Source: an optimization exercise on an open RTL-to-GDS flow (aim: small area, a short achievable clock period and few clock cycles per item). Production flows keep margins and buffers that such runs may drop. Function was checked by simulation only, so behaviour that the tests miss may differ from the original. Power is estimated from default activity; no workload was simulated.

===== flow/config.mk =====
export PLATFORM = sky130hd
export DESIGN_NAME = sliding_window_arq_control
export DESIGN_NICKNAME = sliding_window_arq_control
export VERILOG_FILES = /design/flow/design.v
export SDC_FILE = /design/flow/constraint.sdc
export NUM_CORES = 4
export LEC_CHECK = 0
export ABC_CLOCK_PERIOD_IN_PS = 3500
export CAP_MARGIN = 20
export CORE_MARGIN = 2
export CORE_UTILIZATION = 60
export CTS_BUF_LIST = sky130_fd_sc_hd__clkbuf_8
export SLEW_MARGIN = 20
export TNS_END_PERCENT = 5

===== flow/constraint.sdc =====
create_clock -name core_clock -period 10.0 [get_ports {clk}]
set_input_delay 2.0000 -clock core_clock [delete_from_list [all_inputs] [get_ports {clk}]]
set_output_delay 2.0000 -clock core_clock [all_outputs]
set_load 0.01 [all_outputs]

===== flow/design.v =====
package swac_pkg;
	localparam logic [9:0] HDR_END     = 10'd12;
	localparam logic [9:0] HDR_ACK     = 10'd8;
	localparam logic [9:0] PAYLOAD_MAX = 10'd500;
	localparam logic [1:0] KIND_DATA = 2'd0;
	localparam logic [1:0] KIND_END  = 2'd1;
	localparam logic [1:0] KIND_RECV = 2'd2;
	localparam logic [1:0] KIND_TICK = 2'd3;
	localparam logic [2:0] ACT_SEND   = 3'd0;
	localparam logic [2:0] ACT_END    = 3'd1;
	localparam logic [2:0] ACT_RESEND = 3'd2;
	localparam logic [2:0] ACT_ACK    = 3'd3;
	localparam logic [2:0] ACT_PIGGY  = 3'd4;
	localparam logic [2:0] ACT_DELIV  = 3'd5;
	localparam logic [2:0] ACT_FULL   = 3'd6;
	localparam logic [2:0] ACT_CLOSE  = 3'd7;
	localparam logic [1:0] REG_WINDOW  = 2'd0;
	localparam logic [1:0] REG_TICK    = 2'd1;
	localparam logic [1:0] REG_TIMEOUT = 2'd2;
endpackage
module swac_cell (
	input  logic        clk,
	input  logic        wr_en,
	input  logic        ack_en,
	input  logic [31:0] wr_seq,
	input  logic [31:0] wr_ack,
	input  logic [9:0]  wr_len,
	input  logic [31:0] cmp_x,
	input  logic        le_mode,
	output logic [31:0] seq,
	output logic [31:0] ack,
	output logic [9:0]  len,
	output logic        hit
);
	logic [31:0] g0, l0;
	logic [15:0] g1, l1;
	logic [7:0]  g2, l2;
	logic [3:0]  g3, l3;
	logic [1:0]  g4, l4;
	logic        gt, lt;
	assign g0 = cmp_x & ~seq;
	assign l0 = ~cmp_x & seq;
	for (genvar i = 0; i < 16; i++) begin : g_t1
		assign g1[i] = g0[2*i+1] | !l0[2*i+1] & g0[2*i];
		assign l1[i] = l0[2*i+1] | !g0[2*i+1] & l0[2*i];
	end
	for (genvar i = 0; i < 8; i++) begin : g_t2
		assign g2[i] = g1[2*i+1] | !l1[2*i+1] & g1[2*i];
		assign l2[i] = l1[2*i+1] | !g1[2*i+1] & l1[2*i];
	end
	for (genvar i = 0; i < 4; i++) begin : g_t3
		assign g3[i] = g2[2*i+1] | !l2[2*i+1] & g2[2*i];
		assign l3[i] = l2[2*i+1] | !g2[2*i+1] & l2[2*i];
	end
	for (genvar i = 0; i < 2; i++) begin : g_t4
		assign g4[i] = g3[2*i+1] | !l3[2*i+1] & g3[2*i];
		assign l4[i] = l3[2*i+1] | !g3[2*i+1] & l3[2*i];
	end
	assign gt = g4[1] | !l4[1] & g4[0];
	assign lt = l4[1] | !g4[1] & l4[0];
	always_ff @(posedge clk) begin
		if (wr_en) begin
			seq <= wr_seq;
			len <= wr_len;
		end
		if (ack_en) begin
			ack <= wr_ack;
		end
	end
	assign hit = le_mode ? !lt : gt;
endmodule
module sliding_window_arq_control (
	input  logic        clk,
	input  logic        arst_n,
	input  logic        s_tvalid,
	output logic        s_tready,
	input  logic [47:0] s_tdata,    
	input  logic [1:0]  s_tuser,    
	output logic        m_tvalid,
	input  logic        m_tready,
	output logic [79:0] m_tdata,    
	output logic [2:0]  m_tuser,    
	output logic        m_tlast,
	input  logic        cfg_valid,
	output logic        cfg_ready,
	input  logic [1:0]  cfg_index,
	input  logic [30:0] cfg_data
);
	logic [2:0]  size_m1_q;         
	logic [15:0] tick_q;
	logic [30:0] timeout_q;
	logic [2:0]  tail_q;
	logic [2:0]  ptr_q;             
	logic [7:0]  occ_q;             
	logic [31:0] send_seq_q, expect_q, mark_q;
	logic [30:0] countdown_q;
	logic        cd_zero_q;         
	logic        ended_q;
	logic        in_v_q, in2_v_q;
	logic        in_data_q, in_end_q, in_recv_q, in_tick_q;
	logic        in_ack_q, in_hdr_q, in_zero_q, in_word_q;
	logic [31:0] opd_q;
	logic [9:0]  in_len_q;
	logic [7:0]  in2_flags_q;
	logic [31:0] in2_opd_q;         
	logic        sec_v_q, sec_close_q;
	logic [9:0]  sec_len_q;
	logic        walk_v_q, walk_pend_q;
	logic [7:0]  walk_q;
	logic        out_v_q;
	logic [80:0] out_q;             
	logic [31:0] c_seq [8];
	logic [31:0] c_ack [8];
	logic [9:0]  c_len [8];
	logic [7:0]  hit, wr_en, ack_en;
	function automatic [2:0] last_slot(input [3:0] w);
		if (w == 4'd0)   last_slot = 3'd0;
		else if (w[3])   last_slot = 3'd7;
		else             last_slot = w[2:0] - 3'd1;
	endfunction
	logic [2:0] tail_m1, tail_nx, ptr_nx, head;
	logic [7:0] size_mask, occ_rot;
	logic       empty, full;
	always_comb begin
		for (int i = 0; i < 8; i++) begin
			size_mask[i] = (3'(i) <= size_m1_q);
		end
	end
	assign tail_m1 = (tail_q == 3'd0) ? size_m1_q : tail_q - 3'd1;
	assign tail_nx = (tail_q == size_m1_q) ? 3'd0 : tail_q + 3'd1;
	assign ptr_nx  = (ptr_q == size_m1_q) ? 3'd0 : ptr_q + 3'd1;
	assign empty   = (occ_q == 8'd0);
	assign full    = (occ_q == size_mask);
	assign occ_rot = (8'(occ_q >> tail_q)) | (8'(occ_q << (4'd8 - 4'(tail_q))));
	always_comb begin
		head = tail_q;
		for (int j = 7; j >= 0; j--) begin
			if (occ_rot[j]) head = tail_q + 3'(j);
		end
	end
	logic makes_word, room, fire;
	assign room = !out_v_q || m_tready;
	logic blocked;
	assign blocked = walk_v_q || walk_pend_q && (walk_q != 8'd0);
	assign fire = in_v_q && !blocked && (!in_word_q || room && !sec_v_q);
	assign s_tready = !in2_v_q;
	assign makes_word = in_word_q && !(in_data_q && !full && in_zero_q);
	logic [31:0] rd_seq, rd_ack;
	logic [9:0]  rd_len;
	assign rd_seq = c_seq[ptr_q];
	assign rd_ack = c_ack[ptr_q];
	assign rd_len = c_len[ptr_q];
	logic [7:0] span [8];
	logic [7:0] kept;
	always_comb begin
		for (int i = 0; i < 8; i++) begin
			for (int j = 0; j < 8; j++) begin
				if (3'(i) >= tail_q) span[i][j] = (3'(j) >= tail_q) && (j <= i);
				else                 span[i][j] = (3'(j) >= tail_q) || (j <= i);
			end
			kept[i] = occ_q[i] && ((occ_q & span[i] & ~hit) != 8'd0);
		end
	end
	logic [30:0] cd_diff;
	logic        cd_le_tick, cd_le_2tick, to_le_tick, cd_zero;
	assign cd_diff     = countdown_q - {15'd0, tick_q};
	assign cd_le_tick  = (countdown_q <= {15'd0, tick_q});
	assign cd_le_2tick = (countdown_q <= {14'd0, tick_q, 1'b0});
	assign to_le_tick  = (timeout_q <= {15'd0, tick_q});
	assign cd_zero     = cd_zero_q;
	logic [9:0] in_len, pay_len, deliv_len;
	assign in_len    = in_len_q;
	assign pay_len   = ((in_len > swac_pkg::PAYLOAD_MAX) ? swac_pkg::PAYLOAD_MAX : in_len)
	                   + swac_pkg::HDR_END;
	assign deliv_len = (in_len >= swac_pkg::HDR_END) ? in_len - swac_pkg::HDR_END : 10'd0;
	logic [31:0] expect_p1;
	assign expect_p1 = expect_q + 32'd1;
	logic        push, walk_due, walk_end;
	logic [7:0]  walk_rest;
	logic [2:0]  w_act, w_slot;
	logic [31:0] w_seq, w_ack;
	logic [9:0]  w_len;
	logic        w_last;
	logic        do_push_slot, do_piggy, walk_start, walk_step;
	logic        piggy_q;           
	assign walk_due  = walk_q[ptr_q];
	assign walk_rest = walk_q & ~(8'd1 << ptr_q);
	assign walk_end  = (walk_rest == 8'd0);
	assign walk_step = walk_v_q && !sec_v_q && (room || !walk_due);
	always_comb begin
		push   = 1'b0;
		w_act  = swac_pkg::ACT_FULL;
		w_slot = 3'd0;
		w_seq  = 32'd0;
		w_ack  = 32'd0;
		w_len  = 10'd0;
		w_last = 1'b1;
		if (sec_v_q) begin
			push  = room;
			w_act = sec_close_q ? swac_pkg::ACT_CLOSE : swac_pkg::ACT_DELIV;
			w_len = sec_len_q;
		end else if (walk_v_q) begin
			push   = room && walk_due;
			w_act  = swac_pkg::ACT_RESEND;
			w_slot = ptr_q;
			w_seq  = rd_seq;
			w_ack  = rd_ack;
			w_len  = rd_len;
			w_last = walk_end;
		end else begin
			push = fire && makes_word;
			if ((in_data_q || in_end_q) && full) begin
				w_act = swac_pkg::ACT_FULL;
			end else if (in_data_q) begin
				w_act  = swac_pkg::ACT_SEND;
				w_slot = tail_q;
				w_seq  = send_seq_q;
				w_ack  = expect_q;
				w_len  = pay_len;
			end else if (in_end_q) begin
				w_act = swac_pkg::ACT_END;
				w_seq = send_seq_q;
				w_ack = expect_q;
				w_len = swac_pkg::HDR_END;
			end else if (in_hdr_q) begin
				w_act  = swac_pkg::ACT_DELIV;
				w_last = !(ended_q && empty);
			end else if (empty) begin
				w_act  = swac_pkg::ACT_ACK;
				w_ack  = expect_p1;
				w_len  = swac_pkg::HDR_ACK;
				w_last = 1'b0;
			end else begin
				w_act  = swac_pkg::ACT_PIGGY;
				w_slot = ptr_q;
				w_seq  = rd_seq;
				w_ack  = expect_p1;
				w_len  = rd_len;
				w_last = 1'b0;
			end
		end
	end
	logic fire_nw;
	assign fire_nw      = in_v_q && !blocked;
	assign walk_start   = fire_nw && in_tick_q && cd_zero && !empty;
	assign do_push_slot = fire && in_data_q && !full && !in_zero_q;
	assign do_piggy     = fire && in_recv_q && !in_ack_q && !in_hdr_q && !empty;
	for (genvar g = 0; g < 8; g++) begin : g_cell
		assign wr_en[g]  = do_push_slot && (tail_q == 3'(g));
		assign ack_en[g] = wr_en[g] || piggy_q && (ptr_q == 3'(g));
		swac_cell u_cell (
			.clk     (clk),
			.wr_en   (wr_en[g]),
			.ack_en  (ack_en[g]),
			.wr_seq  (send_seq_q),
			.wr_ack  (expect_q),
			.wr_len  (pay_len),
			.cmp_x   (opd_q),
			.le_mode (in_tick_q),
			.seq     (c_seq[g]),
			.ack     (c_ack[g]),
			.len     (c_len[g]),
			.hit     (hit[g])
		);
	end
	logic take;
	assign take = s_tvalid && s_tready;
	always_ff @(posedge clk or negedge arst_n) begin
		if (!arst_n) begin
			size_m1_q   <= 3'd7;
			tick_q      <= 16'd10;
			timeout_q   <= 31'd200;
			tail_q      <= 3'd0;
			ptr_q       <= 3'd7;
			occ_q       <= 8'd0;
			send_seq_q  <= 32'd1;
			expect_q    <= 32'd1;
			mark_q      <= 32'd0;
			countdown_q <= 31'd200;
			cd_zero_q   <= 1'b0;
			ended_q     <= 1'b0;
			in_v_q      <= 1'b0;
			in2_v_q     <= 1'b0;
			piggy_q     <= 1'b0;
			sec_v_q     <= 1'b0;
			walk_v_q    <= 1'b0;
			walk_pend_q <= 1'b0;
		end else begin
			piggy_q <= do_piggy;
			if (fire || !in_v_q) begin
				in_v_q  <= in2_v_q || take;
				in2_v_q <= 1'b0;
			end else if (take) begin
				in2_v_q <= 1'b1;
			end
			if (sec_v_q && room) begin
				sec_v_q <= 1'b0;
			end
			if (walk_step) begin
				if (walk_end) begin
					walk_v_q <= 1'b0;
					ptr_q    <= tail_m1;
				end else begin
					ptr_q    <= ptr_nx;
				end
			end
			cd_zero_q <= cd_le_tick;
			if (walk_pend_q) begin
				walk_pend_q <= 1'b0;
				if (walk_q != 8'd0) begin
					walk_v_q <= 1'b1;
					ptr_q    <= head;
				end
			end
			if (fire) begin
				if (in_data_q) begin
					if (!full) begin
						ended_q <= 1'b0;
						if (!in_zero_q) begin
							tail_q     <= tail_nx;
							ptr_q      <= tail_q;
							occ_q      <= occ_q | (8'd1 << tail_q);
							send_seq_q <= send_seq_q + 32'd1;
						end
					end
				end
				if (in_end_q) begin
					if (!full) begin
						ended_q    <= 1'b1;
						send_seq_q <= send_seq_q + 32'd1;
					end
				end
				if (in_recv_q && !in_ack_q) begin
					if (!in_hdr_q) begin
						expect_q <= expect_p1;
					end
					if (!in_hdr_q || ended_q && empty) begin
						sec_v_q <= 1'b1;
					end
				end
			end
			if (fire_nw) begin
				if (in_recv_q && in_ack_q) begin
					occ_q <= kept;
				end
				if (in_tick_q) begin
					if (cd_zero && !empty) begin
						mark_q      <= rd_seq;
						countdown_q <= timeout_q;
						cd_zero_q   <= to_le_tick;
						walk_pend_q <= 1'b1;
					end else begin
						countdown_q <= cd_zero ? 31'd0 : cd_diff;
						cd_zero_q   <= cd_zero || cd_le_2tick;
					end
				end
			end
			if (cfg_valid) begin
				case (cfg_index)
					swac_pkg::REG_WINDOW: begin
						size_m1_q <= last_slot(cfg_data[3:0]);
						tail_q    <= 3'd0;
						ptr_q     <= last_slot(cfg_data[3:0]);
						occ_q     <= 8'd0;
					end
					swac_pkg::REG_TICK:    tick_q    <= cfg_data[15:0];
					swac_pkg::REG_TIMEOUT: timeout_q <= cfg_data;
					default: ;
				endcase
			end
		end
	end
	logic [9:0] s_len;
	logic       s_ack;
	assign s_len = s_tdata[9:0];
	assign s_ack = (s_tuser == swac_pkg::KIND_RECV) && (s_len == swac_pkg::HDR_ACK);
	logic [7:0]  s_flags, nx_flags;
	logic [31:0] s_opd, nx_opd;
	assign s_flags = {
		(s_tuser != swac_pkg::KIND_TICK) && !s_ack,
		(s_len == 10'd0),
		(s_len == swac_pkg::HDR_END),
		(s_len == swac_pkg::HDR_ACK),
		(s_tuser == swac_pkg::KIND_TICK),
		(s_tuser == swac_pkg::KIND_RECV),
		(s_tuser == swac_pkg::KIND_END),
		(s_tuser == swac_pkg::KIND_DATA)
	};
	assign s_opd    = s_tdata[41:10];
	assign nx_flags = in2_v_q ? in2_flags_q : s_flags;
	assign nx_opd   = in2_v_q ? in2_opd_q : s_opd;
	always_ff @(posedge clk) begin
		if (fire || !in_v_q) begin
			{in_word_q, in_zero_q, in_hdr_q, in_ack_q,
			 in_tick_q, in_recv_q, in_end_q, in_data_q} <= nx_flags;
			in_len_q <= in2_v_q ? in2_opd_q[9:0] : s_len;
			if (nx_flags[3]) begin
				opd_q <= walk_start ? rd_seq : mark_q;
			end else begin
				opd_q <= nx_opd;
			end
		end else if (take) begin
			in2_flags_q <= s_flags;
			in2_opd_q   <= s_ack ? s_opd : {22'd0, s_len};
		end
		if (fire && in_recv_q && !in_ack_q) begin
			sec_close_q <= in_hdr_q;
			sec_len_q   <= in_hdr_q ? 10'd0 : deliv_len;
		end
		if (walk_start) begin
			walk_q <= occ_q & hit;
		end else if (walk_step) begin
			walk_q <= walk_rest;
		end
	end
	always_ff @(posedge clk or negedge arst_n) begin
		if (!arst_n) begin
			out_v_q <= 1'b0;
		end else if (room) begin
			out_v_q <= push;
		end
	end
	always_ff @(posedge clk) begin
		if (push) begin
			out_q <= {w_last, w_slot, w_len, w_ack, w_seq, w_act};
		end
	end
	assign m_tvalid  = out_v_q;
	assign m_tuser   = out_q[2:0];
	assign m_tdata   = {3'd0, out_q[79:3]};
	assign m_tlast   = out_q[80];
	assign cfg_ready = 1'b1;
endmodule

===== flow/flow/run.sh =====
#!/bin/bash
# Standard layout with two changes to how it is made:
# - timing repair aims below the clock period (repair works until setup
#   slack reaches the margin, so it keeps shortening paths the 10 ns
#   constraint alone would leave as they are);
# - the port buffers are plain buf_4 cells, not the delay cells the default
#   port buffering picks.
set -euo pipefail
export SETUP_SLACK_MARGIN=6.5
export BUFFER_PORTS_ARGS="-buffer_cell sky130_fd_sc_hd__buf_4"
bash standard.sh > make.log 2>&1

===== flow/standard.sh =====
#!/bin/bash
# synth_recipe.tcl (not shown) runs the flow's synth.tcl, then flattens the netlist and writes it again
# the make line also repeats each setting of config.mk as NAME=value (left out here)
make -C /OpenROAD-flow-scripts/flow DESIGN_CONFIG=/design/flow/config.mk WORK_HOME=/design/flow/orfs CLKGATE_MAP_FILE= SYNTH_SCRIPT=/design/flow/synth_recipe.tcl "${@:-finish}"

==> flow_metrics.tcl, run 1 <==
set metrics [dict create \
    antenna_found_initial 3 \
    top_usage_layer "met2" \
    drt-vias-per-instance 6.70 \
    slew_headroom 0.180 \
    clkTransAtPathRegs_ps 60 \
    cts_inserted_buffers 161 \
    ir_drop_v 0.000437 \
    slew_violations 0 \
    yosys_warnings 7 \
    synth_top_area_frac 0.479 \
    ys_types 90 \
    cts_tree "yes" \
    drcViolationCount 0 \
    grt_max_degree 132 \
    die_area_um2 84000 \
    synthTopCellsByCount "edfxtp_1 (782), nand2_1 (428), o21ai_0 (270), nor2_1 (243), clkbuf_1 (207)" \
    avgSynthCellArea_um2 11.6 \
    post-route-min-period_ps 3650 \
    ys_seq_elements 982 \
    grt_pass1_wl_mm 227 \
    use_met1 0.519 \
    use_met3 0.0965 \
    synth_edf_count 782 \
    synth_async_sr_flop_share 0.204 \
    powerDensity_nw_per_um2 313 \
    worstPathArrival_ps 4350 \
    core-area_um2 80700 \
    drtPass1Iterations 11 \
    first_iter_violations 5170 \
    p_switching_uw 7370 \
    clock_path_buffers 3 \
    ioPinCount 175 \
    seq_area_frac_synth 0.582 \
    clk_root_buffer_cell "clkbuf_8" \
    grt_pass1_vias 36262 \
    wl_per_cell_um 27.2 \
    die_h_um 290 \
    power_leakage_uw 0.0213 \
    netlist_instances 4228 \
    skew_ps 49.2 \
    internal-power_uw 10300 \
    synth_top_area_cell "edfxtp_1" \
    crit_fanout 8 \
    die_x_um 290 \
    final_nets 4663 \
    power.combinational.fraction 0.455 \
    required_ps 10700 \
    dp_hpwl_mm 90.9 \
    critPathLaunchType "flip-flop" \
    vias 38183 \
    setup_slack_ps 6350 \
    seqPwrFrac 0.348 \
    start_util 0.607 \
    clock_latency_ps 850 \
    clkPwrFrac 0.197 \
    core.rowCount 104 \
    met2_usage 0.542 \
    synth_area_um2 49000 \
    finalWirelength_mm 155 \
    hold_path.class "flip-flop to flip-flop" \
    rsz0062_at_grt "yes" \
    synth.most_common_cell "edfxtp_1" \
    crit_path_end_kind "flip-flop" \
    grt_usage 0.367 \
    hold_viol_final 0 \
    fmax_mhz 274 \
    ant_nets 0 \
    nFillCells 6010 \
    tightest_slew_ps 1230 \
    cts_max_level 4 \
    place_congestion 0.951 \
    tns_ps 0 \
    maxCapViolations 0 \
    setup_viol 0 \
    synth.top_cells.by_area "edfxtp_1 (48%), dfrtp_1 (9.4%), mux2_2 (4.5%)" \
    areaGrowthSynthToFinish_pct 15.1 \
    drive_above_1_share 0.209 \
    numClockSinks 982 \
    place_ws_ps 4700 \
    critPathKind "flip-flop to flip-flop" \
    grt-ovfl-total 0 \
    status "complete, no violations" \
    port_buffers 164 \
    period_share 0.365 \
    switching_share 0.417 \
    synthFlopType "edfxtp_1" \
]
-- worst max-delay path: stages, from the launching register on --
cell and delay (ps):
edfxtp_1 520, buf_4 210, a21oi_1 140, o22ai_1 110, maj3_1 390, o21ai_0 600
o221ai_2 280, a31o_4 310, o2111ai_4 150, buf_4 190, a222oi_1 100, a31o_2 290
a31oi_1 220
-- per-layer routing --
layer	share of wire	wire length, µm
met5	0.00019	30
met4	0.040	6200
met3	0.12	19200
met2	0.44	68000
met1	0.40	61800
-- what timing repair did --
item / in CTS / in global routing
cloned: 3 / 1
gates resized for setup: 123 / 66
pin swaps: 19 / 21
hold buffers: 0 / 0
buffers inserted: 99 / 30
setup endpoints to repair: 699 / 437
-- state kept, by name (all words and copies together) (netlist names), 10 cells and up --
name / cells
in2_opd_q: 32
sec_len_q: 10
countdown_q: 31
out_q: 81
send_seq_q: 32
g_cell.u_cell.seq: 256
g_cell.u_cell.len: 80
g_cell.u_cell.ack: 256
in_len_q: 10
mark_q: 32
expect_q: 32
timeout_q: 31
tick_q: 16
opd_q: 32
-- final timing paths --
path | startpoint | to | slack, ps | depth (start not counted)
worst max-delay path | opd_q[28] | occ_q[6] | 6350 | 12
max in group asynchronous | arst_n | expect_q[12] | 7550 | 2
min in group asynchronous | arst_n | mark_q[20] | 1160 | 1
worst min register to register | mark_q[12] | mark_q[12] | 470 | 2
worst min-delay path | mark_q[12] | mark_q[12] | 470 | 2
worst max register to register | opd_q[28] | occ_q[6] | 6350 | 12
-- through the flow --
step	utilization	hold slack [ps]	area, µm²	cells	power (µW)
floorplan	-	436	49100	4230	10500
global placement	0.635	448	51300	5261	13100
detailed placement	0.636	454	51300	5262	13200
CTS	0.693	469	55900	5666	17300
global route	0.699	499	56400	5699	18400
finish	0.699	470	56400	5701	17600
-- placed cells by master (no fill, tap or decap), types with 35 or more instances in the layout --
master / netlist / final
edfxtp_1: 782 / 782
nand2_1: 428 / 421
buf_4: 4 / 322
o21ai_0: 270 / 256
inv_1: 178 / 232
nor2_1: 243 / 224
a21oi_1: 203 / 198
mux2_2: 196 / 196
clkbuf_8: 0 / 186
dfrtp_1: 184 / 178
a22oi_1: 129 / 126
a222oi_1: 81 / 81
maj3_1: 85 / 78
ha_1: 75 / 67
o22ai_1: 68 / 66
nand2b_1: 67 / 65
nand3_1: 60 / 58
nor2b_1: 60 / 57
a21o_1: 57 / 56
xnor2_1: 47 / 47
and3_1: 45 / 43
nor3_1: 47 / 43
o21a_1: 40 / 40
nand4_1: 40 / 40
xor2_1: 39 / 39
a41oi_1: 36 / 35
-- final cells by class --
type	count	area (µm²)	area share
Antenna cell	3	7.51	0.000133
Clock buffer	185	2550	0.0451
Clock inverter	117	672	0.0119
Inverter	185	731	0.0130
Multi-Input combinational cell	2810	19500	0.346
Sequential cell	982	28500	0.505
Tap cell	1060	1330	0.0235
Timing Repair Buffer	359	3100	0.0549
-- logic make-up after synthesis --
kind of cell | synth area share
compound gates | 0.173
simple gates | 0.108
flops | 0.582
buf+inv | 0.0343
mux | 0.0508
fa+ha+maj | 0.0369
xor+xnor | 0.0154
other cells | 0.000153
-- power by group through the flow --
stage / Clock [µW] / Combinational, µW / Sequential, µW
after floorplan: 0 / 4540 / 6010
after global placement: 0 / 6700 / 6400
after detailed placement: 0 / 6770 / 6430
after CTS: 3520 / 7640 / 6140
after global routing: 3690 / 8530 / 6220
final: 3480 / 8020 / 6150
Testbench counts, summed over its fixed seeds: cycles 5,355, items 4,800.
==> run 2: changes to the inputs <==
--- a/flow/config.mk
+++ b/flow/config.mk
@@ -11,4 +11,4 @@
 export CORE_UTILIZATION = 60
 export CTS_BUF_LIST = sky130_fd_sc_hd__clkbuf_8
 export SLEW_MARGIN = 20
-export TNS_END_PERCENT = 5
+export TNS_END_PERCENT = 20
==> flow_metrics.tcl, run 2 <==
set metrics [dict create \
    status "complete, no violations" \
    post-route-min-period_ps 3720 \
    p_switching_uw 7340 \
    largestRegisters "g_cell.u_cell.ack (256), g_cell.u_cell.seq (256), out_q (81)" \
    synth_edf_count 782 \
    synth.mux.area_fraction 0.0508 \
    synthTopCellsByCount "edfxtp_1 (782), nand2_1 (428), o21ai_0 (270), nor2_1 (243), clkbuf_1 (207)" \
    synth-simple-area-share 0.108 \
    crit_family "compound AO/OA/AOI/OAI gates" \
    synth_compound_area_frac 0.173 \
    drcViolationCount 0 \
    start_util 0.607 \
    areaGrowthSynthToFinish_pct 15.1 \
    grt_pass1_wl_mm 225 \
    seqPwrFrac 0.349 \
    synthAdderAreaFrac 0.0369 \
    fmax_mhz 269 \
    ir_drop_v 0.000298 \
    final_cell_mix "edfxtp_1 (782), nand2_1 (422), buf_4 (322)" \
    first_iter_violations 5351 \
    ys_types 90 \
    slew_headroom 0.337 \
    setup_viol 0 \
    wl_per_cell_um 26.9 \
    grt_pass1_vias 36438 \
    seq_area_frac_synth 0.582 \
    tightest_slew_ps 994 \
    vias 38138 \
    power.combinational.fraction 0.455 \
    grt-ovfl-total 0 \
    rsz0062_at_grt "yes" \
    skew_ps 51.4 \
    yosys_warnings 7 \
    cts_tree "yes" \
    cts_max_level 4 \
    grt_usage 0.364 \
    avgSynthCellArea_um2 11.6 \
    synth_top_area_frac 0.479 \
    cp_num_buf_inv 2 \
    path_cells "buf_6, buf_4, o21ai_0, a22oi_1, o221ai_1, a311oi_2, o211ai_1, a211o_2, and2_1, nor3_4, nand4_1, a41o_1" \
    synthFlopType "edfxtp_1" \
    ys_seq_elements 982 \
    synth_area_um2 49000 \
    internal-power_uw 10200 \
    hold_path.class "flip-flop to flip-flop" \
    synth.most_common_cell "edfxtp_1" \
    required_ps 10710 \
    design_area_um2 56400 \
    core.rowCount 104 \
    die_h_um 290 \
    die_area_um2 84000 \
    power_leakage_uw 0.0213 \
    critPathKind "flip-flop to flip-flop" \
    finalWirelength_mm 154 \
    final_nets 4663 \
    synth.top_cells.by_area "edfxtp_1 (48%), dfrtp_1 (9.4%), mux2_2 (4.5%)" \
    clk_root_buffer_cell "clkbuf_8" \
    die_x_um 290 \
    ioPinCount 175 \
    netlist_instances 4228 \
    place_ws_ps 4630 \
    core-area_um2 80700 \
    critPathLaunchType "flip-flop" \
    synth_top_area_cell "edfxtp_1" \
    switching_share 0.417 \
    period_share 0.372 \
    final_common_cell "edfxtp_1" \
    slowest_stage "a311oi_2" \
    synth_async_sr_flop_share 0.204 \
    crit_path_end_kind "flip-flop" \
    drt-vias-per-instance 6.68 \
    grt_max_degree 91 \
    port_buffers 164 \
    maxCapViolations 0 \
    clkTransAtPathRegs_ps 70 \
    place_congestion 1.00 \
    synth_top_family_by_area "compound AO/OA/AOI/OAI gates" \
    clock_latency_ps 870 \
    clock_path_buffers 3 \
    numClockSinks 982 \
    drtPass1Iterations 13 \
    synth_xor_area_frac 0.0154 \
    cts_inserted_buffers 160 \
    slowest_delay_ps 610 \
    setup_slack_ps 6280 \
    hold_viol_final 0 \
    drive_above_1_share 0.208 \
    antenna_found_initial 4 \
    worstPathArrival_ps 4430 \
    powerDensity_nw_per_um2 312 \
    final_util 0.699 \
    tns_ps 0 \
    slew_violations 0 \
    ant_nets 0 \
    dp_hpwl_mm 91.2 \
    dpl_cell_area_um2 51300 \
    clkPwrFrac 0.196 \
    crit_fanout 6 \
]
==> run 2: kinds of logic after synthesis <==
family          count (synthesis)
buf+inv                       439
fa+ha+maj                     161
mux                           218
simple gates                 1113
xor+xnor                       86
other cells                     2
compound gates               1227
flops                         982
==> run 2: timing repair <==
action,in CTS,in global routing
gates cloned,4,1
hold buffers,0,0
setup endpoints to repair,689,415
setup buffers,99,29
gates resized for setup,122,70
pin swaps,27,19
==> run 2: worst paths after layout <==
path                            start            to  slack [ps]  cells after the start
min                        mark_q[30]    mark_q[30]         470                      2
max reg2reg                  opd_q[6]      occ_q[2]        6280                     12
max in group asynchronous      arst_n  timeout_q[1]        7420                      2
min reg2reg                mark_q[30]    mark_q[30]         470                      2
max                          opd_q[6]      occ_q[2]        6280                     12
min in group asynchronous      arst_n    mark_q[22]        1130                      1
==> run 2: per-layer routing <==
metal	track usage	vias to the layer above	part of all wire
li1	-	16801	-
met4	0.135	4	0.035
met3	0.0921	370	0.12
met2	0.547	2291	0.44
met5	0	-	0.00015
met1	0.514	18672	0.40
==> run 2: final cells by class <==
type	count	area, µm²
antenna	9	22.5
clock buffer	185	2550
clock inverter	116	639
fill	6043	24300
inverter	185	728
multi-input combinational	2810	19600
sequential	982	28500
tap	1060	1330
timing repair buffer	360	3080
==> run 2: through the flow <==
step | instances | power (µW) | hold slack, ps
floorplan | 4230 | 10500 | 436
global placement | 5263 | 13100 | 448
detailed placement | 5264 | 13200 | 454
CTS | 5668 | 17200 | 469
global route | 5700 | 18400 | 493
finish | 5707 | 17600 | 466
==> run 2: worst register-to-register path, cell delays in order, from the launching register on <==
cell	delay [ps]
edfxtp_1	450
buf_6	160
buf_4	140
o21ai_0	90
a22oi_1	360
o221ai_1	230
a311oi_2	610
o211ai_1	190
a211o_2	400
and2_1	230
nor3_4	320
nand4_1	130
a41o_1	250
==> run 2: power by group through the flow <==
| stage | clock [µW] | sequential, µW | combinational (µW) |
|---|---|---|---|
| floorplan | 0 | 6010 | 4540 |
| global placement | 0 | 6370 | 6720 |
| detailed placement | 0 | 6390 | 6800 |
| CTS | 3480 | 6140 | 7620 |
| global route | 3660 | 6210 | 8490 |
| finish | 3450 | 6130 | 8000 |
==> run 3: changes to the inputs <==
--- a/flow/config.mk
+++ b/flow/config.mk
@@ -5,10 +5,10 @@
 export SDC_FILE = /design/flow/constraint.sdc
 export NUM_CORES = 4
 export LEC_CHECK = 0
-export ABC_CLOCK_PERIOD_IN_PS = 3500
+export ABC_CLOCK_PERIOD_IN_PS = 2500
 export CAP_MARGIN = 20
 export CORE_MARGIN = 2
 export CORE_UTILIZATION = 60
 export CTS_BUF_LIST = sky130_fd_sc_hd__clkbuf_8
 export SLEW_MARGIN = 20
-export TNS_END_PERCENT = 20
+export TNS_END_PERCENT = 5
==> flow_metrics.tcl, run 3 <==
set metrics [dict create \
    clk_root_buffer_cell "clkbuf_8" \
    clock_path_buffers 3 \
    slew_headroom 0.180 \
    power_leakage_uw 0.0213 \
    grt_pass1_wl_mm 227 \
    synth_top_area_frac 0.479 \
    port_buffers 164 \
    dpl_cell_area_um2 51300 \
    first_iter_violations 5170 \
    synth_area_um2 49000 \
    crit_path_end_kind "flip-flop" \
    maxCapViolations 0 \
    synth_edf_count 782 \
    use_met3 0.0965 \
    worstPathArrival_ps 4350 \
    grt_usage 0.367 \
    cts_inserted_buffers 161 \
    antenna_found_initial 3 \
    synth_top_area_cell "edfxtp_1" \
    final_common_cell "edfxtp_1" \
    place_congestion 0.951 \
    ys_types 90 \
    grt_pass1_vias 36262 \
    skew_ps 49.2 \
    drive_above_1_share 0.209 \
    reg2reg_depth 12 \
    synth.most_common_cell "edfxtp_1" \
    critPathKind "flip-flop to flip-flop" \
    final_util 0.699 \
    vias 38183 \
    areaGrowthSynthToFinish_pct 15.1 \
    status "complete, no violations" \
    min_path_cells 2 \
    wl_per_cell_um 27.2 \
    dp_hpwl_mm 90.9 \
    drt-vias-per-instance 6.70 \
    tightest_slew_ps 1230 \
    met2_usage 0.542 \
    top_usage_layer "met2" \
    yosys_warnings 7 \
    core.rowCount 104 \
    seq_area_frac_synth 0.582 \
    die_x_um 290 \
    synthTopCellsByCount "edfxtp_1 (782), nand2_1 (428), o21ai_0 (270), nor2_1 (243), clkbuf_1 (207)" \
    grt-ovfl-total 0 \
    ioPinCount 175 \
    grt_max_degree 132 \
    avgSynthCellArea_um2 11.6 \
    synth.top_cells.by_area "edfxtp_1 (48%), dfrtp_1 (9.4%), mux2_2 (4.5%)" \
    cts_tree "yes" \
    clock_latency_ps 850 \
    slowest_delay_ps 600 \
    post-route-min-period_ps 3650 \
    crit_fanout 8 \
    hold_path.class "flip-flop to flip-flop" \
    required_ps 10700 \
    drtPass1Iterations 11 \
    finalWirelength_mm 155 \
    setup_viol 0 \
    path_cells "buf_4, a21oi_1, o22ai_1, maj3_1, o21ai_0, o221ai_2, a31o_4, o2111ai_4, buf_4, a222oi_1, a31o_2, a31oi_1" \
    r2r-end "occ_q[6]" \
    final_cell_mix "edfxtp_1 (782), nand2_1 (421), buf_4 (322)" \
    drcViolationCount 0 \
    slowest_stage "o21ai_0" \
    netlist_instances 4228 \
    numClockSinks 982 \
    hold_end "mark_q[12]" \
    critPathLaunchType "flip-flop" \
    clkTransAtPathRegs_ps 60 \
    synth_async_sr_flop_share 0.204 \
    rsz0062_at_grt "yes" \
    fmax_mhz 274 \
    hold_viol_final 0 \
    largestRegisters "g_cell.u_cell.ack (256), g_cell.u_cell.seq (256), out_q (81)" \
    start_util 0.607 \
    die_h_um 290 \
    synthFlopType "edfxtp_1" \
    r2r_slack_ps 6350 \
    final_cells 5701 \
    design_area_um2 56400 \
    use_met1 0.519 \
    holdWs_ps 470 \
    tns_ps 0 \
    die_area_um2 84000 \
    cts_max_level 4 \
    crit_top_cell "buf_4" \
    slew_violations 0 \
    ys_seq_elements 982 \
    powerDensity_nw_per_um2 313 \
    dp.cells 5262 \
    ir_drop_v 0.000437 \
    worstHoldStart "mark_q[12]" \
    final_nets 4663 \
    ant_nets 0 \
    core-area_um2 80700 \
    period_share 0.365 \
    r2r_start "opd_q[28]" \
]
-- run 3: cell count changes in the layout (fill, tap and decap cells not counted), moves of 4 or more --
| cell | before | now |
|---|---|---|
| inv_1 | 247 | 232 |
| buf_8 | 10 | 4 |
| clkinv_1 | 13 | 25 |
| buf_12 | 8 | 13 |
| diode_2 | 9 | 3 |
| nor2_2 | 6 | 10 |
-- run 3: worst max-delay path by stage --
stage	slack [ps]	start	cells after the start	end
floorplan	4990	m_tready	7	g_cell[3].u_cell.ack[0]
global placement	4720	m_tready	11	send_seq_q[30]
detailed placement	4700	m_tready	11	send_seq_q[30]
CTS	6350	walk_q[1]	13	opd_q[1]
global route	6280	opd_q[12]	11	occ_q[2]
finish	6350	opd_q[28]	12	occ_q[6]
-- run 3: area by class of cell --
class,count,area [µm²]
well taps,1060,1330
fillers,6010,24300
flip-flops and latches,982,28500
clock inverters,117,672
diodes,3,7.51
clock buffers,185,2550
repair buffers,359,3100
inverters,185,731
multi-input cells,2810,19500
-- run 3: worst max-delay path: cells and delay by family (launching register included) --
| family | cells | cell delay [ps] |
|---|---|---|
| adders and majority gates | 1 | 390 |
| DFF | 1 | 520 |
| buffers and inverters | 2 | 400 |
| AOI/OAI and AO/OA | 9 | 2200 |
-- run 3: where the power goes --
part | switching, µW | leakage (µW) | internal (µW)
Clock | 1690 | 0.00187 | 1790
Combinational | 5110 | 0.00972 | 2910
Sequential | 568 | 0.00966 | 5580
-- run 3: kinds of logic (layout without fill, tap and decap cells) --
group | count (synthesis) | count (layout) | share of synthesized area
AOI/OAI and AO/OA | 1227 | 1228 | 0.173
and+or+nand+nor | 1113 | 1113 | 0.108
DFF | 982 | 982 | 0.582
buffers and inverters | 439 | 846 | 0.0343
muxes | 218 | 218 | 0.0508
adders and majority gates | 161 | 161 | 0.0369
xor gates and xnor gates | 86 | 86 | 0.0154
other | 2 | 7 | 0.000153
-- run 3: per-layer routing --
layer,share of wire,up-vias
li1,-,16756
met1,0.40,18663
met2,0.44,2346
met3,0.12,414
met4,0.040,4
met5,0.00019,-
-- run 3: repair_timing --
action	CTS	global route
gates cloned	3	1
setup buffers	99	30
gates resized for setup	123	66
endpoints found under the setup margin	699	437
pin swaps	19	21
hold buffers	0	0
-- run 3: per-stage QoR --
step / setup WS, ps / power, µW
after floorplan: 4990 / 10500
after detailed placement: 4700 / 13200
final: 6350 / 17600
after CTS: 6350 / 17300
after global placement: 4720 / 13100
after global routing: 6280 / 18400
==> run 4: changes to the inputs <==
--- a/flow/config.mk
+++ b/flow/config.mk
@@ -5,10 +5,12 @@
 export SDC_FILE = /design/flow/constraint.sdc
 export NUM_CORES = 4
 export LEC_CHECK = 0
-export ABC_CLOCK_PERIOD_IN_PS = 2500
+export ABC_CLOCK_PERIOD_IN_PS = 3500
 export CAP_MARGIN = 20
 export CORE_MARGIN = 2
 export CORE_UTILIZATION = 60
 export CTS_BUF_LIST = sky130_fd_sc_hd__clkbuf_8
+export CTS_CLUSTER_DIAMETER = 56
+export CTS_CLUSTER_SIZE = 12
 export SLEW_MARGIN = 20
 export TNS_END_PERCENT = 5
==> flow_metrics.tcl, run 4 <==
set metrics [dict create \
    ys_types 90 \
    final_util 0.685 \
    critPathKind "input port to flip-flop" \
    vias 37614 \
    place_congestion 0.951 \
    cts_max_level 3 \
    slowest_stage "or3_4" \
    tightest_slew_ps 1220 \
    cp_num_buf_inv 2 \
    skew_ps 52.6 \
    clk_root_buffer_cell "clkbuf_8" \
    worstPathArrival_ps 4310 \
    worstHoldStart "mark_q[12]" \
    netlist_instances 4228 \
    cts_tree "yes" \
    synthFlopType "edfxtp_1" \
    wl_per_cell_um 27.5 \
    drcViolationCount 0 \
    min_path_cells 2 \
    powerDensity_nw_per_um2 303 \
    period_share 0.367 \
    cts_inserted_buffers 101 \
    core.rowCount 104 \
    synth.top_cells.by_area "edfxtp_1 (48%), dfrtp_1 (9.4%), mux2_2 (4.5%)" \
    antenna_found_initial 2 \
    numClockSinks 982 \
    maxCapViolations 0 \
    rsz0062_at_grt "yes" \
    tns_ps 0 \
    path_cells "buf_4, nor2b_4, o21ai_2, nand2_4, nor3_4, nand4_1, buf_4, or3_4, nor2_4, and4_2, nand4_1, xnor2_1" \
    crit_path_end_kind "flip-flop" \
    synth_async_sr_flop_share 0.204 \
    grt_pass1_vias 35503 \
    die_area_um2 84000 \
    critPathLaunchType "input port" \
    clock_path_buffers 3 \
    core-area_um2 80700 \
    hold_end "mark_q[12]" \
    ys_seq_elements 982 \
    die_x_um 290 \
    slew_headroom 0.184 \
    ant_nets 0 \
    post-route-min-period_ps 3670 \
    avgSynthCellArea_um2 11.6 \
    status "complete, no violations" \
    largestRegisters "g_cell.u_cell.ack (256), g_cell.u_cell.seq (256), out_q (81)" \
    drtPass1Iterations 7 \
    place_ws_ps 4700 \
    setup_slack_ps 6330 \
    r2r_slack_ps 6340 \
    yosys_warnings 7 \
    die_h_um 290 \
    grt_usage 0.360 \
    first_iter_violations 5232 \
    areaGrowthSynthToFinish_pct 12.8 \
    synth_edf_count 782 \
    clkTransAtPathRegs_ps 80 \
    power_leakage_uw 0.0205 \
    grt-ovfl-total 0 \
    hold_path.class "flip-flop to flip-flop" \
    fmax_mhz 273 \
    crit_family "simple AND/OR/NAND/NOR gates" \
    start_util 0.607 \
    holdWs_ps 474 \
    dp_hpwl_mm 90.9 \
    clock_latency_ps 780 \
    grt_max_degree 132 \
    r2r-end "out_q[70]" \
    finalWirelength_mm 153 \
    hold_viol_final 0 \
    synth_area_um2 49000 \
    slew_violations 0 \
    final_nets 4598 \
    synth_top_area_frac 0.479 \
    crit_fanout 4 \
    final_cell_mix "edfxtp_1 (782), nand2_1 (422), buf_4 (314)" \
    power_uw 16700 \
    drt-vias-per-instance 6.74 \
    setup_viol 0 \
    ir_drop_v 0.000451 \
    grt_pass1_wl_mm 224 \
    port_buffers 164 \
    seq_area_frac_synth 0.582 \
    required_ps 10650 \
    synth_top_area_cell "edfxtp_1" \
    final_common_cell "edfxtp_1" \
    reg2reg_depth 8 \
    synth.most_common_cell "edfxtp_1" \
    drive_above_1_share 0.197 \
    ioPinCount 175 \
    synthTopCellsByCount "edfxtp_1 (782), nand2_1 (428), o21ai_0 (270), nor2_1 (243), clkbuf_1 (207)" \
    r2r_start "ptr_q[1]" \
    slowest_delay_ps 400 \
]
## run 4: what timing repair did
action                     in CTS  in global routing
setup endpoints to repair     697                522
gates cloned                    4                  1
hold buffers                    0                  0
pin swaps                      13                 17
resized for setup             109                 98
setup buffers                  89                 35
## run 4: metal layers
metal  GRT usage  wire length (µm)
met1       0.517             61800
met4       0.133              5610
met2       0.537             67600
met3      0.0857             18200
met5           0                19
## run 4: cells by family (layout without fill, tap and decap cells)
| group | count (synthesis) | in the layout | share of synthesized area |
|---|---|---|---|
| AOI/OAI and AO/OA | 1227 | 1228 | 0.173 |
| and+or+nand+nor | 1113 | 1113 | 0.108 |
| DFF | 982 | 982 | 0.582 |
| buffers and inverters | 439 | 725 | 0.0343 |
| muxes | 218 | 218 | 0.0508 |
| adders and majority gates | 161 | 161 | 0.0369 |
| xor gates and xnor gates | 86 | 86 | 0.0154 |
| other | 2 | 7 | 0.000153 |
## run 4: area by class of cell
cell class | count | area (µm²)
Sequential cell | 982 | 28500
Fill cell | 6118 | 25400
Multi-Input combinational cell | 2810 | 19600
Timing Repair Buffer | 353 | 3040
Clock buffer | 107 | 1470
Tap cell | 1060 | 1330
Inverter | 185 | 733
Clock inverter | 79 | 538
Timing Repair inverter | 1 | 7.51
Antenna cell | 3 | 7.51
## run 4: stage by stage
step / cells / area, µm²
finish: 5580 / 55300
global route: 5578 / 55300
CTS: 5541 / 54600
detailed placement: 5262 / 51300
global placement: 5261 / 51300
floorplan: 4230 / 49100
## run 4: worst max path at each step
stage | start | endpoint | slack (ps) | depth (start not counted)
after detailed placement | m_tready | send_seq_q[30] | 4700 | 11
final | m_tready | send_seq_q[30] | 6330 | 12
after floorplan | m_tready | g_cell[3].u_cell.ack[0] | 4990 | 7
after global placement | m_tready | send_seq_q[30] | 4720 | 11
after CTS | occ_q[0] | cd_zero_q | 6310 | 10
after global routing | opd_q[2] | occ_q[0] | 6260 | 12
## run 4: worst reg2reg max path, cell delays in order, from the launching register on
cell and delay (ps):
dfstp_2 680, ha_4 380, buf_8 410, and2_2 290, buf_4 590, a222oi_1 190
nand3_1 130, a211oi_1 60, o31ai_1 670
## run 4: report_power, final
part	internal [µW]	total, µW	switching [µW]
clock	1140	2600	1460
combinational	2890	7990	5100
sequential	5570	6130	564
==> run 5: changes to the inputs <==
--- a/flow/flow/run.sh
+++ b/flow/flow/run.sh
@@ -6,6 +6,6 @@
 # - the port buffers are plain buf_4 cells, not the delay cells the default
 #   port buffering picks.
 set -euo pipefail
-export SETUP_SLACK_MARGIN=6.5
+export SETUP_SLACK_MARGIN=6.3
 export BUFFER_PORTS_ARGS="-buffer_cell sky130_fd_sc_hd__buf_4"
 bash standard.sh > make.log 2>&1
--- a/flow/config.mk
+++ b/flow/config.mk
@@ -10,7 +10,5 @@
 export CORE_MARGIN = 2
 export CORE_UTILIZATION = 60
 export CTS_BUF_LIST = sky130_fd_sc_hd__clkbuf_8
-export CTS_CLUSTER_DIAMETER = 56
-export CTS_CLUSTER_SIZE = 12
 export SLEW_MARGIN = 20
 export TNS_END_PERCENT = 5
==> flow_metrics.tcl, run 5 <==
set metrics [dict create \
    status "complete, no violations" \
    nFillCells 6028 \
    synth_area_um2 49000 \
    grt_max_degree 132 \
    multi_input_area_um2 19500 \
    final_cell_mix "edfxtp_1 (782), nand2_1 (422), buf_4 (316)" \
    cts_tree "yes" \
    drcViolationCount 0 \
    slew_headroom 0.189 \
    die_x_um 290 \
    crit_fanout 43 \
    slew_violations 0 \
    numClockSinks 982 \
    post-route-min-period_ps 3780 \
    areaGrowthSynthToFinish_pct 14.6 \
    drive_above_1_share 0.203 \
    tns_ps 0 \
    clock_path_buffers 3 \
    place_congestion 0.951 \
    synth.top_cells.by_area "edfxtp_1 (48%), dfrtp_1 (9.4%), mux2_2 (4.5%)" \
    core-area_um2 80700 \
    period_share 0.378 \
    final_common_cell "edfxtp_1" \
    largestRegisters "g_cell.u_cell.ack (256), g_cell.u_cell.seq (256), out_q (81)" \
    clkTransAtPathRegs_ps 60 \
    drtPass1Iterations 8 \
    clk_root_buffer_cell "clkbuf_8" \
    critPathKind "input port to flip-flop" \
    cts_hold_buf 0 \
    grt_pass1_vias 35882 \
    ioPinCount 175 \
    synthTopCellsByCount "edfxtp_1 (782), nand2_1 (428), o21ai_0 (270), nor2_1 (243), clkbuf_1 (207)" \
    cts_inserted_buffers 161 \
    netlist_instances 4228 \
    ys_types 90 \
    yosys_warnings 7 \
    synth_edf_count 782 \
    ir_drop_v 0.000435 \
    holdWs_ps 470 \
    crit_path_end_kind "flip-flop" \
    setup_viol 0 \
    final_nets 4652 \
    seq_area_um2 28500 \
    core.rowCount 104 \
    synth_async_sr_flop_share 0.204 \
    grt_pass1_wl_mm 224 \
    grt_usage 0.361 \
    first_iter_violations 5343 \
    port_buffers 164 \
    wl_per_cell_um 27.0 \
    worstPathArrival_ps 4240 \
    ant_nets 0 \
    rsz0062_at_grt "yes" \
    synth.most_common_cell "edfxtp_1" \
    hold_viol_final 0 \
    power_leakage_uw 0.0212 \
    fmax_mhz 265 \
    avgSynthCellArea_um2 11.6 \
    ys_seq_elements 982 \
    required_ps 10460 \
    dp_hpwl_mm 90.9 \
    synthFlopType "edfxtp_1" \
    drt-vias-per-instance 6.69 \
    vias 38033 \
    antenna_found_initial 5 \
    seq_area_frac_synth 0.582 \
    tightest_slew_ps 1220 \
    die_area_um2 84000 \
    critPathLaunchType "input port" \
    die_h_um 290 \
    finalWirelength_mm 153 \
    grt-ovfl-total 0 \
    cts_max_level 4 \
    synth_top_area_frac 0.479 \
    powerDensity_nw_per_um2 313 \
    skew_ps 52.3 \
    clock_latency_ps 860 \
    synth_top_area_cell "edfxtp_1" \
    start_util 0.607 \
    hold_path.class "flip-flop to flip-flop" \
    maxCapViolations 0 \
]
run 5: cell counts after synthesis:
No cell type changed its count.
run 5: where the power goes:
group / switching [µW] / internal [µW]
registers: 567 / 5580
clock network: 1690 / 1790
logic: 5070 / 2860
run 5: final cells by class:
cell class | instances | area share
clock inverters | 117 | 0.0120
repair buffers | 349 | 0.0521
multi-input cells | 2809 | 0.346
clock buffers | 185 | 0.0453
inverters | 185 | 0.0128
flip-flops and latches | 982 | 0.508
diodes | 2 | 0.0000891
well taps | 1060 | 0.0236
run 5: worst max-delay path: stages:
cell     delay [ps]
buf_4           130
nor2b_4          60
o21ai_2         150
nand2_2         190
nor2_4          200
nand2_4         180
nor2_4          140
buf_6           530
a31o_4          610
run 5: path summary, 6_finish.rpt:
path / slack [ps] / end / cells after the start / from
setup / recovery: 6220 / g_cell[0].u_cell.ack[17] / 9 / m_tready
setup reg to reg: 6260 / occ_q[6] / 11 / opd_q[20]
hold reg to reg: 470 / mark_q[12] / 2 / mark_q[12]
min in group asynchronous: 1170 / mark_q[20] / 1 / arst_n
max in group asynchronous: 7430 / in2_v_q / 2 / arst_n
hold / removal: 470 / mark_q[12] / 2 / mark_q[12]
run 5: per-layer routing:
layer / global-route usage / share of wire
met2: 0.538 / 0.44
met3: 0.0915 / 0.12
met4: 0.133 / 0.037
met5: 0 / 0.00028
met1: 0.514 / 0.40
run 5: what timing repair did:
item | in CTS | in global routing
buffers inserted | 62 | 58
gates resized for setup | 59 | 90
pin swaps | 3 | 18
endpoints found under the setup margin | 368 | 360
cloned | 2 | 0
run 5: kinds of logic after synthesis:
group / Yosys count / synth area share
AO/OA/AOI/OAI: 1227 / 0.173
AND/OR/NAND/NOR: 1113 / 0.108
flip-flops: 982 / 0.582
buffers and inverters: 439 / 0.0343
multiplexers: 218 / 0.0508
adder cells (fa/ha/maj): 161 / 0.0369
XOR/XNOR: 86 / 0.0154
other: 2 / 0.000153
run 5: stage by stage:
step                power, µW  area, µm²  std cells  setup slack (ps)   util
global route            18300      56200       5689              6130  0.696
global placement        13100      51300       5261              4720  0.635
detailed placement      13200      51300       5262              4700  0.636
CTS                     17100      55300       5628              6260  0.686
finish                  17600      56200       5689              6220  0.696
floorplan               10500      49100       4230              4990      -
==> run 6: changes to the inputs <==
--- a/flow/flow/run.sh
+++ b/flow/flow/run.sh
@@ -6,6 +6,6 @@
 # - the port buffers are plain buf_4 cells, not the delay cells the default
 #   port buffering picks.
 set -euo pipefail
-export SETUP_SLACK_MARGIN=6.3
+export SETUP_SLACK_MARGIN=6.5
 export BUFFER_PORTS_ARGS="-buffer_cell sky130_fd_sc_hd__buf_4"
 bash standard.sh > make.log 2>&1
--- a/flow/config.mk
+++ b/flow/config.mk
@@ -10,5 +10,7 @@
 export CORE_MARGIN = 2
 export CORE_UTILIZATION = 60
 export CTS_BUF_LIST = sky130_fd_sc_hd__clkbuf_8
+export CTS_CLUSTER_DIAMETER = 56
+export CTS_CLUSTER_SIZE = 15
 export SLEW_MARGIN = 20
 export TNS_END_PERCENT = 5
==> flow_metrics.tcl, run 6 <==
set metrics [dict create \
    dp_hpwl_mm 90.9 \
    antenna_found_initial 2 \
    crit_fanout 6 \
    r2r-end "occ_q[0]" \
    synth-simple-area-share 0.108 \
    synth_top_area_cell "edfxtp_1" \
    final_nets 4582 \
    wl_per_cell_um 27.6 \
    cts_tree "yes" \
    status "complete, no violations" \
    numClockSinks 982 \
    nFillCells 6140 \
    setup_slack_ps 6340 \
    skew_ps 55.7 \
    tightest_slew_ps 1180 \
    clkTransAtPathRegs_ps 90 \
    cts_hold_buf 0 \
    vias 37656 \
    multi_input_area_um2 19500 \
    ioPinCount 175 \
    worstPathArrival_ps 4320 \
    core.rowCount 104 \
    maxCapViolations 0 \
    hold_viol_final 0 \
    final_cell_mix "edfxtp_1 (782), nand2_1 (422), buf_4 (311)" \
    crit_path_end_kind "flip-flop" \
    drcViolationCount 0 \
    critPathKind "flip-flop to flip-flop" \
    place_congestion 0.951 \
    holdWs_ps 475 \
    die_h_um 290 \
    avgSynthCellArea_um2 11.6 \
    synth.mux.area_fraction 0.0508 \
    synth_xor_area_frac 0.0154 \
    grt_pass1_wl_mm 224 \
    clock_path_buffers 3 \
    power_uw 16700 \
    drive_above_1_share 0.196 \
    ys_seq_elements 982 \
    synth_area_um2 49000 \
    setup_viol 0 \
    reg2reg_depth 12 \
    cts_max_level 3 \
    synthAdderAreaFrac 0.0369 \
    synth.most_common_cell "edfxtp_1" \
    ir_drop_v 0.000446 \
    top_layer_used "met5" \
    port_buffers 164 \
    route.met2.wl_mm 67.4 \
    synth_edf_count 782 \
    powerDensity_nw_per_um2 303 \
    synth_compound_area_frac 0.173 \
    rsz0062_at_grt "yes" \
    ys_types 90 \
    hold_path.class "flip-flop to flip-flop" \
    worstHoldStart "mark_q[14]" \
    grt_usage 0.360 \
    start_util 0.607 \
    grt_max_degree 132 \
    synth_top_family_by_area "compound AO/OA/AOI/OAI gates" \
    seq_area_um2 28500 \
    slew_headroom 0.211 \
    min_path_cells 2 \
    final_common_cell "edfxtp_1" \
    post-route-min-period_ps 3660 \
    fmax_mhz 273 \
    synthFlopType "edfxtp_1" \
    finalWirelength_mm 153 \
    yosys_warnings 7 \
    hold_end "mark_q[14]" \
    clock_latency_ps 780 \
    first_iter_violations 5227 \
    drtPass1Iterations 9 \
    ant_nets 0 \
    power_leakage_uw 0.0204 \
    clk_root_buffer_cell "clkbuf_8" \
    required_ps 10660 \
    core-area_um2 80700 \
    period_share 0.366 \
    areaGrowthSynthToFinish_pct 12.4 \
    wl_met1_mm 62.6 \
    critPathLaunchType "flip-flop" \
    grt_pass1_vias 35562 \
    die_area_um2 84000 \
    synthTopCellsByCount "edfxtp_1 (782), nand2_1 (428), o21ai_0 (270), nor2_1 (243), clkbuf_1 (207)" \
    synth_top_area_frac 0.479 \
    slew_violations 0 \
    die_x_um 290 \
    synth_async_sr_flop_share 0.204 \
    r2r_slack_ps 6340 \
    netlist_instances 4228 \
    tns_ps 0 \
    place_ws_ps 4700 \
    wl_met3_mm 17.5 \
    seq_area_frac_synth 0.582 \
    grt-ovfl-total 0 \
    synth.top_cells.by_area "edfxtp_1 (48%), dfrtp_1 (9.4%), mux2_2 (4.5%)" \
    drt-vias-per-instance 6.77 \
    r2r_start "opd_q[9]" \
    largestRegisters "g_cell.u_cell.ack (256), g_cell.u_cell.seq (256), out_q (81)" \
    cts_inserted_buffers 91 \
]
run 6: cell counts after synthesis:
Identical to the previous run, type by type.
run 6: how the worst max path moves through the flow:
stage                   start                      end  cells past startpoint
global placement     m_tready           send_seq_q[30]                     11
detailed placement   m_tready           send_seq_q[30]                     11
finish               opd_q[9]                 occ_q[0]                     12
global route         opd_q[9]                 occ_q[5]                     13
floorplan            m_tready  g_cell[3].u_cell.ack[0]                      7
CTS                 walk_q[1]  g_cell[7].u_cell.ack[3]                     10
run 6: critical path, stage by stage (launching register included):
cell and delay [ps]:
edfxtp_1 470, clkinvlp_4 140, buf_4 180, a22oi_2 210, maj3_2 220, a21oi_2 90, a311oi_4 480, o211ai_1 160
a221oi_2 490, nor2_2 100, a22o_1 220, or4_4 540, o31a_1 250
run 6: cell families (layout without fill, tap and decap cells):
group | Yosys count | in the layout
muxes | 218 | 218
AOI/OAI and AO/OA | 1227 | 1228
other | 2 | 7
xor gates and xnor gates | 86 | 86
and+or+nand+nor | 1113 | 1113
DFF | 982 | 982
adders and majority gates | 161 | 161
buffers and inverters | 439 | 705
run 6: per-layer routing:
| layer | vias to the layer above | global-route usage |
|---|---|---|
| met5 | - | 0 |
| met4 | 2 | 0.129 |
| met3 | 370 | 0.0809 |
| met2 | 2164 | 0.538 |
| met1 | 18574 | 0.522 |
| li1 | 16546 | - |
run 6: metrics by stage:
stage,util,cells,area (µm²)
floorplan,-,4230,49100
global placement,0.635,5261,51300
detailed placement,0.636,5262,51300
CTS,0.676,5527,54600
global route,0.683,5558,55100
finish,0.683,5560,55100
run 6: where the power goes:
part / internal, µW / leakage (µW) / switching, µW / total [µW]
Combinational: 2870 / 0.00968 / 5080 / 7960
Sequential: 5570 / 0.00966 / 566 / 6130
Clock: 1110 / 0.00110 / 1500 / 2610
run 6: layout make-up:
class                   instances  share of cell area
diodes                          3            0.000136
repair buffers                348              0.0541
inverters                     185              0.0132
well taps                    1060              0.0241
clock buffers                  94              0.0235
flip-flops and latches        982               0.518
multi-input cells            2810               0.355
clock inverters                78              0.0125
run 6: repair_timing:
item / 4_1_cts / 5_1_grt
pin swaps: 19 / 21
gates cloned: 3 / 1
buffers inserted: 90 / 29
resized for setup: 118 / 67
setup endpoints to repair: 697 / 442
==> run 7: changes to the inputs <==
--- a/flow/design.v
+++ b/flow/design.v
@@ -243,7 +243,7 @@
 	logic fire_nw;
 	assign fire_nw      = in_v_q && !blocked;
 	assign walk_start   = fire_nw && in_tick_q && cd_zero && !empty;
-	assign do_push_slot = fire && in_data_q && !full && !in_zero_q;
+	assign do_push_slot = in_v_q && in_data_q && !full && !in_zero_q;
 	assign do_piggy     = fire && in_recv_q && !in_ack_q && !in_hdr_q && !empty;
 	for (genvar g = 0; g < 8; g++) begin : g_cell
 		assign wr_en[g]  = do_push_slot && (tail_q == 3'(g));
--- a/flow/config.mk
+++ b/flow/config.mk
@@ -11,6 +11,6 @@
 export CORE_UTILIZATION = 60
 export CTS_BUF_LIST = sky130_fd_sc_hd__clkbuf_8
 export CTS_CLUSTER_DIAMETER = 56
-export CTS_CLUSTER_SIZE = 15
+export CTS_CLUSTER_SIZE = 12
 export SLEW_MARGIN = 20
 export TNS_END_PERCENT = 5
==> flow_metrics.tcl, run 7 <==
set metrics [dict create \
    status "complete, no violations" \
    cp_num_buf_inv 2 \
    worstHoldStart "mark_q[15]" \
    power_leakage_uw 0.0209 \
    required_ps 10640 \
    design_area_um2 56100 \
    largestRegisters "g_cell.u_cell.ack (256), g_cell.u_cell.seq (256), out_q (81)" \
    path_cells "buf_4, buf_4, nor2_4, a21oi_1, a2111oi_0, nor2_1, o221ai_1, a31oi_1, o22a_2, a211oi_4, nor4_4, and3_1, a211oi_1" \
    synth.top_cells.by_area "edfxtp_1 (47%), dfrtp_1 (9.2%), mux2_2 (4.3%)" \
    core-area_um2 82100 \
    final_common_cell "edfxtp_1" \
    critPathKind "flip-flop to flip-flop" \
    synth_edf_count 782 \
    die_h_um 292 \
    reg2reg_depth 13 \
    ioPinCount 175 \
    tightest_slew_ps 1150 \
    hold_path.class "flip-flop to flip-flop" \
    antenna_found_initial 3 \
    finalWirelength_mm 156 \
    synth.most_common_cell "edfxtp_1" \
    first_iter_violations 4616 \
    synth_top_area_cell "edfxtp_1" \
    clock_path_buffers 3 \
    slowest_delay_ps 500 \
    crit_top_cell "buf_4" \
    period_share 0.354 \
    cts_hold_buf 0 \
    synth_area_um2 49800 \
    crit_path_end_kind "flip-flop" \
    critPathLaunchType "flip-flop" \
    yosys_warnings 7 \
    grt-ovfl-total 0 \
    final_cell_mix "edfxtp_1 (782), nand2_1 (437), buf_4 (328)" \
    clock_latency_ps 770 \
    final_nets 4700 \
    setup_slack_ps 6460 \
    grt_pass1_vias 36144 \
    drcViolationCount 0 \
    place_congestion 0.945 \
    cts_max_level 3 \
    grt_max_degree 138 \
    clkTransAtPathRegs_ps 80 \
    worstPathArrival_ps 4180 \
    die_x_um 292 \
    powerDensity_nw_per_um2 312 \
    seq_area_frac_synth 0.573 \
    dp_hpwl_mm 94.3 \
    tns_ps 0 \
    hold_viol_final 0 \
    final_cells 5697 \
    port_buffers 164 \
    numClockSinks 982 \
    ir_drop_v 0.000306 \
    dp.cells 5356 \
    ys_seq_elements 982 \
    cts_tree "yes" \
    startpoint "opd_q[0]" \
    grt_pass1_wl_mm 228 \
    cts_inserted_buffers 101 \
    crit_family "compound AO/OA/AOI/OAI gates" \
    core.rowCount 105 \
    vias 38367 \
    power_uw 17500 \
    post-route-min-period_ps 3540 \
    grt_usage 0.356 \
    maxCapViolations 0 \
    avgSynthCellArea_um2 11.5 \
    slew_headroom 0.233 \
    nFillCells 6239 \
    slowest_stage "a2111oi_0" \
    die_area_um2 85300 \
    synthFlopType "edfxtp_1" \
    wl_per_cell_um 27.3 \
    synthTopCellsByCount "edfxtp_1 (782), nand2_1 (443), o21ai_0 (274), nor2_1 (239), a21oi_1 (197)" \
    netlist_instances 4321 \
    setup_viol 0 \
    skew_ps 60.2 \
    drtPass1Iterations 7 \
    fmax_mhz 282 \
    slew_violations 0 \
    drive_above_1_share 0.199 \
    ant_nets 0 \
    place_ws_ps 5050 \
    rsz0062_at_grt "yes" \
    drt-vias-per-instance 6.73 \
    dpl_cell_area_um2 51900 \
    areaGrowthSynthToFinish_pct 12.6 \
    multi_input_area_um2 20400 \
    worst-path-stages 13 \
    clk_root_buffer_cell "clkbuf_8" \
    start_util 0.606 \
    synth_top_area_frac 0.472 \
    ys_types 105 \
    synth_async_sr_flop_share 0.204 \
    r2r_slack_ps 6460 \
    min_path_cells 2 \
    r2r_start "opd_q[0]" \
    seq_area_um2 28500 \
    crit_fanout 7 \
]
[run 7: cell count changes after synthesis, sizes merged, moves of 15 or more]
cell,change
a31oi,+15
and3,+18
buf,+33
clkbuf,-26
nand2,+17
nand3,+19
o21ai,+22
o22ai,-22
[run 7: worst register-to-register path: cells and delay by family (launching register included)]
kind / cells / cell delay [ps]
AND/OR/NAND/NOR: 4 / 700
flip-flops: 1 / 420
AO/OA/AOI/OAI: 7 / 1970
buffers and inverters: 2 / 320
[run 7: logic make-up after synthesis]
family                     synth area share
adders and majority gates            0.0349
other                              0.000151
muxes                                0.0487
buffers and inverters                0.0353
AOI/OAI and AO/OA                     0.180
xor gates and xnor gates             0.0157
and+or+nand+nor                       0.113
DFF                                   0.573
[run 7: power breakdown]
part           total [µW]  switching [µW]  internal, µW  leakage, µW
Combinational        8570            5490          3080      0.00993
Clock                2650            1490          1160      0.00124
Sequential           6280             605          5670      0.00977
[run 7: cell type report]
class / count / share of cell area
diodes: 3 / 0.000134
clock buffers: 112 / 0.0275
clock inverters: 79 / 0.00942
inverters: 179 / 0.0124
multi-input cells: 2903 / 0.363
flip-flops and latches: 982 / 0.509
well taps: 1070 / 0.0239
repair buffers: 369 / 0.0544
[run 7: through the flow]
step / utilization / hold WS (ps)
6_report: 0.683 / 472
5_1_grt: 0.683 / 481
4_1_cts: 0.667 / 474
3_3_place_gp: 0.632 / 448
2_1_floorplan: - / 436
3_5_place_dp: 0.633 / 454
[run 7: repair_timing]
action / CTS / global route
setup buffers: 56 / 87
cloned: 3 / 1
pin swaps: 7 / 34
setup endpoints to repair: 825 / 795
gates resized for setup: 60 / 144
[run 7: path summary, 6_finish.rpt]
check	to
setup / recovery	occ_q[6]
hold / removal	mark_q[15]
setup reg to reg	occ_q[6]
hold reg to reg	mark_q[15]
max in group asynchronous	expect_q[5]
min in group asynchronous	mark_q[20]
[run 7: routing by layer]
layer  GRT usage  part of all wire  vias up
li1            -                 -    16984
met1       0.497              0.40    18872
met2       0.553              0.45     2116
met3      0.0598             0.097      395
met4       0.154             0.047        0
met5           0                 0        -
Testbench counts of run 7, summed over its fixed seeds: cycles 5,355, items 4,800.

what the ideal ports hide:
The flow's constraints put no driver on any port. The routed layouts listed below were extracted and timed again, unchanged, in two steps. Step 1, drivers: a clkbuf_16 drives clk and a buf_2 each remaining input, both assumed. Step 2, shift: input delay + t, output delay - t, t = (earliest + latest rising clock arrival at the registers) / 2. This alone moves slack from input paths to output paths. a / b / c = ideal / step 1 / step 2; a / b = the first two.
| run | shift t [ns] | setup WS [ns] | hold slack, ns | worst setup path after step 2 | worst data-port slew with drivers (ns) |
|---|---|---|---|---|---|
| run 1 | 0.889 | 6.355 / 6.355 / 5.536 | 0.470 / 0.470 / 0.470 | input to register | 0.09 |
| run 2 | 0.917 | 6.281 / 6.281 / 5.580 | 0.466 / 0.466 / 0.466 | input to register | 0.09 |
| run 3 | 0.889 | 6.355 / 6.355 / 5.536 | 0.470 / 0.470 / 0.470 | input to register | 0.09 |
| run 4 | 0.820 | 6.335 / 6.344 / 5.553 | 0.474 / 0.474 / 0.474 | input to register | 0.10 |
| run 5 | 0.899 | 6.221 / 6.256 / 5.362 | 0.470 / 0.470 / 0.470 | input to register | 0.09 |
| run 6 | 0.817 | 6.335 / 6.335 / 5.580 | 0.475 / 0.475 / 0.475 | input to register | 0.09 |
| run 7 | 0.814 | 6.459 / 6.433 / 5.676 | 0.472 / 0.472 / 0.472 | input to register | 0.08 |
After both steps setup and hold are still met in every run listed. For run 5, which loses most, drivers alone change the setup slack by +0.035 ns; drivers and shift together by -0.859 ns.
